What follows belongs to an exercise in optimizing a design on an open flow for small area, a short achievable clock period and few clock cycles per item; a production flow would make more cautious choices.
In this exercise RTL edits were held to simulation tests only and were not proved equivalent to the original.
Power is estimated from default activity; no workload was simulated.

== build 12 ==
## flash_loader_top
module flash_loader_top #(
    parameter int SEGMENT_WORDS   = 16,
    parameter int FLASH_ADDR_BITS = 12
) (
    input  logic                                    clk,
    input  logic                                    reset_n,
    input  logic                                    stb_i,
    input  logic                                    we_i,
    input  logic [flash_loader_pkg::BUS_WIDTH-1:0]  adr_wr_i,
    input  logic [flash_loader_pkg::BUS_WIDTH-1:0]  adr_rd_i,
    input  logic [flash_loader_pkg::BUS_WIDTH-1:0]  dat_i,
    output logic [flash_loader_pkg::BUS_WIDTH-1:0]  dat_o,
    output logic                                    ack_o,
    input  logic                                    fill_we_i,
    input  logic [$clog2(SEGMENT_WORDS):0]          fill_addr_i,
    input  logic [flash_loader_pkg::WORD_WIDTH-1:0] fill_data_i,
    output logic                                    ping_busy_o,
    output logic                                    pong_busy_o,
    output logic                                    done_o,
    output logic                                    flash_valid_o,
    output logic [FLASH_ADDR_BITS-1:0]              flash_addr_o,
    output logic [flash_loader_pkg::WORD_WIDTH-1:0] flash_data_o,
    input  logic                                    flash_ready_i
);
==> flow/config.mk <==
export PLATFORM = sky130hd
export DESIGN_NAME = flash_loader_top
export DESIGN_NICKNAME = flash_loader_top
export VERILOG_FILES = /design/flow/design.v
export SDC_FILE = /design/flow/constraint.sdc
export NUM_CORES = 4
export LEC_CHECK = 0
export CAP_MARGIN = 20
export CORE_MARGIN = 2
export CORE_UTILIZATION = 40
export CTS_BUF_LIST = sky130_fd_sc_hd__clkbuf_8
export CTS_CLUSTER_DIAMETER = 70
export CTS_CLUSTER_SIZE = 14
export SETUP_SLACK_MARGIN = 2.0
export SLEW_MARGIN = 20
export SYNTH_HIERARCHICAL = 1
export SYNTH_MINIMUM_KEEP_SIZE = 0
==> flow/constraint.sdc <==
create_clock -name core_clock -period 5.0 [get_ports {clk}]
set_input_delay 1.0000 -clock core_clock [delete_from_list [all_inputs] [get_ports {clk}]]
set_output_delay 1.0000 -clock core_clock [all_outputs]
set_load 0.01 [all_outputs]
run.sh (not shown) runs the stock make flow with config.mk's settings and CLKGATE_MAP_FILE= SYNTH_SCRIPT=/design/flow/synth_recipe.tcl, a recipe that flattens the netlist after the stock synthesis.
Testbench counts of build 12, summed over its fixed seeds: cycles 27,394, words 21,815.
Relative to build 12, the following input files were edited for build 45:
# build 12
export LEC_CHECK = 0
export CAP_MARGIN = 20
export CORE_MARGIN = 2
export CORE_UTILIZATION = 40
export CTS_BUF_LIST = sky130_fd_sc_hd__clkbuf_8
export CTS_CLUSTER_DIAMETER = 70
export CTS_CLUSTER_SIZE = 14
export SETUP_SLACK_MARGIN = 2.0
export SLEW_MARGIN = 20
export SYNTH_HIERARCHICAL = 1
export SYNTH_MINIMUM_KEEP_SIZE = 0
create_clock -name core_clock -period 5.0 [get_ports {clk}]
# build 45
export LEC_CHECK = 0
export CAP_MARGIN = 20
export CORE_MARGIN = 2
export CORE_UTILIZATION = 65
export CTS_BUF_LIST = sky130_fd_sc_hd__clkbuf_8
export CTS_CLUSTER_DIAMETER = 70
export CTS_CLUSTER_SIZE = 14
export SETUP_SLACK_MARGIN = 2.3
export SLEW_MARGIN = 20
export SYNTH_HIERARCHICAL = 1
export SYNTH_MINIMUM_KEEP_SIZE = 0
create_clock -name core_clock -period 5.0 [get_ports {clk}]
Findings:
- Across build 12 and build 45, none had a timing, DRC or antenna violation.
- Going from build 12 to build 45, relative area of clock buffers and inverters in the final design shrinks by 0.41 points.
- [build 45 vs build 12] met1 global-route usage: higher in build 45
- When build 45 is set beside build 12, its vias after detailed routing turns out to be about 6% larger.
- reg -> reg as the kind of critical path was reported by build 12, and in -> out by build 45.
- In terms of largest clock skew in the final design, build 12 and build 45 differ only marginally.
- Comparing build 12 and build 45, met2 wire length is higher on build 12.
- Against build 12, build 45 comes in 1.7 points lower on clock network fraction of design power.
- From build 12 to build 45 the numbers moved as follows: total power divided by cell area lower; met3 layer wire length in the routed design shows an increase of 40%; die height decreased about 21%; switching power went down by about 0.6%; via count of the first global-routing pass higher.
What build 47 does differently from build 45 at the input level:
# build 45
export LEC_CHECK = 0
export CAP_MARGIN = 20
export CORE_MARGIN = 2
export CORE_UTILIZATION = 65
export CTS_BUF_LIST = sky130_fd_sc_hd__clkbuf_8
export CTS_CLUSTER_DIAMETER = 70
export CTS_CLUSTER_SIZE = 14
export SETUP_SLACK_MARGIN = 2.3
export SLEW_MARGIN = 20
export SYNTH_HIERARCHICAL = 1
export SYNTH_MINIMUM_KEEP_SIZE = 0
create_clock -name core_clock -period 5.0 [get_ports {clk}]
# build 47
export LEC_CHECK = 0
export CAP_MARGIN = 20
export CORE_MARGIN = 2
export CORE_UTILIZATION = 55
export CTS_BUF_LIST = sky130_fd_sc_hd__clkbuf_8
export CTS_CLUSTER_DIAMETER = 70
export CTS_CLUSTER_SIZE = 14
export SETUP_SLACK_MARGIN = 2.3
export SLEW_MARGIN = 20
export SYNTH_HIERARCHICAL = 1
export SYNTH_MINIMUM_KEEP_SIZE = 0
create_clock -name core_clock -period 5.0 [get_ports {clk}]
## What came out
- Against build 45, count of clock-buffer cells in the layout in build 47 fell by a few percent.
- When build 47 is measured against build 45, its total routing resource utilization after global routing turns out 5.6 points lower.
- Measured against build 47, the met3 routed wirelength of build 45 comes out at 1.3 times the reference value.
- Between build 45 and build 47, the flow reports summed area of non-filler cells in the final layout decreasing slightly.

[separate check: timing with driven ports]
No port has a modelled driver above. Below, the same layouts with a new extraction and two added sets of constraints. Step 1 assumes that a clkbuf_16 drives the clock port and a buf_2 every other input. Step 2 times the ports against the registers' clock, not the clock port: input delays grow and output delays shrink by t, the midpoint of the rising clock arrivals with the driver on. Three values: ideal, step 1, step 2; two values: the first two.
| run | t (ns) | setup slack, ns | worst hold slack (ns) | pins driven straight from the clock port |
|---|---|---|---|---|
| build 12 | 0.825 | 1.997 / 1.997 / 1.244 | 0.267 / 0.226 / 0.490 | 1 |
| build 45 | 0.793 | 1.971 / 1.917 / 1.493 | 0.236 / 0.207 / 0.498 | 1 |
| build 47 | 0.806 | 1.913 / 1.873 / 1.463 | 0.328 / 0.307 / 0.486 | 1 |
After both steps setup and hold are still met in every run listed. For build 12, which loses most, drivers alone change the setup slack by 0.000 ns; drivers and shift together by -0.753 ns.
